This is an optimization exercise on Yosys and OpenROAD, whose aim is small area, not a production implementation. Only simulation tests tie the RTL to the original design; equivalence was not proved. No activity file was given, so power comes from the tool's default toggle rates.

==> flow/design.v (excerpt) <==
module prefetcher_top (
	input  logic                       clk,
	input  logic                       reset,
	input  logic                       trigger_i,
	input  logic                       wait_cache_i,
	input  logic                       wait_stbuf_i,
	input  logic                       cache_ready_i,
	input  logic                       stbuf_ready_i,
	input  prefetch_pkg::word_t        cache_data_i,
	input  prefetch_pkg::word_t        stbuf_data_i,
	output logic                       cache_req_o,
	output prefetch_pkg::word_t        cache_addr_o,
	output logic                       stbuf_req_o,
	output prefetch_pkg::word_t        stbuf_addr_o,
	output prefetch_pkg::word_t        wr_addr_o,
	output prefetch_pkg::word_t        wr_data_o,
	output prefetch_pkg::slice_state_e state_o
);
	logic [2:0]  state_q;
	logic [2:0]  step_q;
	logic [31:0] caddr_q, cdata_q, sdata_q, wdata_q;
	logic        creq_q, sreq_q;
  ...
Size in the first run: roughly 1,500 cells after synthesis, ~270 flip-flops, roughly 210 I/O pins, about 15,000 um2 of cells after synthesis.
==> flow/config.mk <==
export PLATFORM = sky130hd
export DESIGN_NAME = prefetcher_top
export DESIGN_NICKNAME = prefetcher_top
export VERILOG_FILES = /design/flow/design.v
export SDC_FILE = /design/flow/constraint.sdc
export NUM_CORES = 4
export LEC_CHECK = 0
export CAP_MARGIN = 20
export CORE_MARGIN = 2
export CORE_UTILIZATION = 40
export SLEW_MARGIN = 20
==> flow/constraint.sdc <==
create_clock -name core_clock -period 6.0 [get_ports {clk}]
set_input_delay 1.2000 -clock core_clock [delete_from_list [all_inputs] [get_ports {clk}]]
set_output_delay 1.2000 -clock core_clock [all_outputs]
set_load 0.01 [all_outputs]
standard.sh (not shown) runs the stock make flow with config.mk's settings and CLKGATE_MAP_FILE= SYNTH_SCRIPT=/design/flow/synth_recipe.tcl, a recipe that flattens the netlist after the stock synthesis.
==> flow/flow/run.sh <==
#!/bin/bash
# Own layout flow: the standard ORFS flow (standard synthesis, floorplan,
# power grid and tap cells unchanged) with smaller helper cells:
#  - port buffers use sky130_fd_sc_hd__buf_1 instead of clkdlybuf4s50_1,
#  - clock tree synthesis uses small clock buffers and no dummy loads,
#  - the synthesized netlist's single tie cell is kept (no per-load tie copies).
# Every tool's full output goes to flow.log in the work folder (ORFS's own
# per-step logs stay under orfs/logs).
set -euo pipefail
cd "$(dirname "$0")/.."
export BUFFER_PORTS_ARGS="-buffer_cell sky130_fd_sc_hd__buf_1"
export CTS_ARGS="-sink_clustering_enable -repair_clock_nets -dont_use_dummy_load -buf_list sky130_fd_sc_hd__clkbuf_8"
export SKIP_REPAIR_TIE_FANOUT=1
bash standard.sh finish > flow.log 2>&1
Edit:
--- a/flow/design.v
+++ b/flow/design.v
@@ -92,21 +92,21 @@
 	assign cmp = in5 | re2 | nr1;
 	assign x = ({32{rs0 | rs1}} & rd)
 		| ({32{in1 | su3 | cd0}} & ra)
 		| ({32{in3 | in5 | re2 | nr0}} & rb)
 		| ({32{in4 | nr1}} & rc)
 		| ({32{re1 | cd1}} & sdata_q);
 	assign y = ({32{rs0 | rs1 | in1}} & {rb[29:0], 2'b00})
 		| ({32{cmp}} & ~cdata_q)
 		| ({32{cd0}} & ~wdata_q)
 		| {{29{cd1}}, nr0 | cd1, rs1 | cd1, rs1 | cd1};
-	assign cin = rs1 | in3 | re1 | cmp | cd0;
+	assign cin = rs1 | in3 | re1 | cmp;
 	logic [31:0] hp, gg, pp;
 	always_comb begin
 		hp = x ^ y;
 		gg = x & y;
 		pp = hp;
 		gg[0] = gg[0] | (hp[0] & cin);
 		for (int l = 0; l < 5; l++)
 			for (int i = 0; i < 32; i++)
 				if ((i + 1) % (2 << l) == 0) begin
 					gg[i] = gg[i] | (pp[i] & gg[i - (1 << l)]);
@@ -116,23 +116,33 @@
 			for (int i = 0; i < 32; i++)
 				if ((i + 1) % (2 << l) == (1 << l) && i >= (2 << l)) begin
 					gg[i] = gg[i] | (pp[i] & gg[i - (1 << l)]);
 					pp[i] = pp[i] & pp[i - (1 << l)];
 				end
 	end
 	assign sum = hp ^ {gg[30:0], cin};
 	assign cout = gg[31];
 	logic [31:0] cinc;
 	logic [29:0] ic;
-	always_comb begin
+	logic [31:0] pa;
+	always_comb begin
+		pa = {3'b000, cdata_q[31:3]};
+		for (int l = 0; l < 5; l++)
+			for (int i = 0; i < 32; i++)
+				if ((i + 1) % (2 << l) == 0)
+					pa[i] = pa[i] & pa[i - (1 << l)];
+		for (int l = 3; l >= 0; l--)
+			for (int i = 0; i < 32; i++)
+				if ((i + 1) % (2 << l) == (1 << l) && i >= (2 << l))
+					pa[i] = pa[i] & pa[i - (1 << l)];
 		ic[0] = re1;
-		for (int i = 0; i < 29; i++) ic[i + 1] = ic[i] & cdata_q[i + 3];
+		for (int i = 0; i < 29; i++) ic[i + 1] = re1 & pa[i];
 	end
 	assign cinc = {cdata_q[31:3] ^ ic[28:0], cdata_q[2:0]};
 	logic        cld;
 	logic [31:0] cla;
 	assign cld = su0 | su1 | su2 | su3 | rs0 | rs1 | in1 | in2 | in3 | in4 | re0 | re1 | nr0;
 	assign cla = ({32{su1 | su2 | re1}} & cinc)
 		| ({32{rs0 | in1 | in4 | nr0}} & sum)
 		| ({32{in2}} & {cdata_q[29:0], 2'b10})
 		| {27'd0, in3 | su0 | re0, su3 | su0 | re0, rs1 | su0 | re0, 1'b0, su0 | re0};
 	logic       sld;
@@ -210,21 +220,21 @@
 		end
 	end
 	always_ff @(posedge clk) begin
 		if (go) begin
 			if (su2 | rs2 | re2) ra <= cdata_q;
 			if (su3 | rs1 | nr1 | in3 | re1)
 				rb <= ({32{su3 | rs1 | nr1}} & cdata_q) | ({32{in3 | re1}} & sum);
 			if (rs1 | in4 | (in5 & ~cout))
 				rc <= ({32{rs1}} & sum) | ({32{in4}} & cdata_q) | ({32{in5}} & caddr_q);
 			if (su4) rd <= cdata_q;
-			if (cd0) ne_q <= |sum;
+			if (cd0) ne_q <= ~&hp;    
 		end
 	end
 	assign cache_req_o = creq_q;
 	assign cache_addr_o = caddr_q;
 	assign stbuf_req_o = sreq_q;
 	assign stbuf_addr_o = {26'd0, saddr_q == 2'd3, saddr_q == 2'd1 || saddr_q == 2'd2, 1'b0, saddr_q == 2'd2, 1'b0, saddr_q != 2'd0};
 	assign wr_addr_o = {26'd0, waddr_q == 2'd3, waddr_q == 2'd1 || waddr_q == 2'd2, 1'b0, waddr_q == 2'd2, 1'b0, waddr_q != 2'd0};
 	assign wr_data_o = wdata_q;
 	assign state_o = prefetch_pkg::slice_state_e'({1'b0, state_q});
 endmodule
Effect:
- core utilization went down by 2.4 points
- total power fell by about 3%
- via count came out higher by 1.7%
- design area came out lower by about 2.3%
- clock-buffer cell count stays the same
- die area increases by 2.6%
- sequential power is about the same
- wire length barely changes

==> port drivers added, routing unchanged <==
Ports are ideal in the flow. The routed layouts listed here were re-timed in OpenROAD. Step 1, drivers: a clkbuf_16 drives clk and a buf_2 each remaining input, both assumed. Step 2, shift: input delay + t, output delay - t, t = (earliest + latest rising clock arrival at the registers) / 2. This alone moves slack from input paths to output paths. a / b / c = no drivers / after step 1 / after step 2; a / b = the first two.
| run | t, ns | slack for setup (ns) | worst setup path at the end | clock arrival spread, ns | worst register clock-pin slew, ns |
|---|---|---|---|---|---|
| the first run | 0.653 | 0.069 / 0.069 / 0.069 | register to register | 0.052 / 0.051 | 0.06 / 0.06 |
| the second run | 0.623 | 0.315 / 0.315 / 0.315 | register to register | 0.042 / 0.042 | 0.07 / 0.07 |
After both steps every run listed still meets setup and hold.
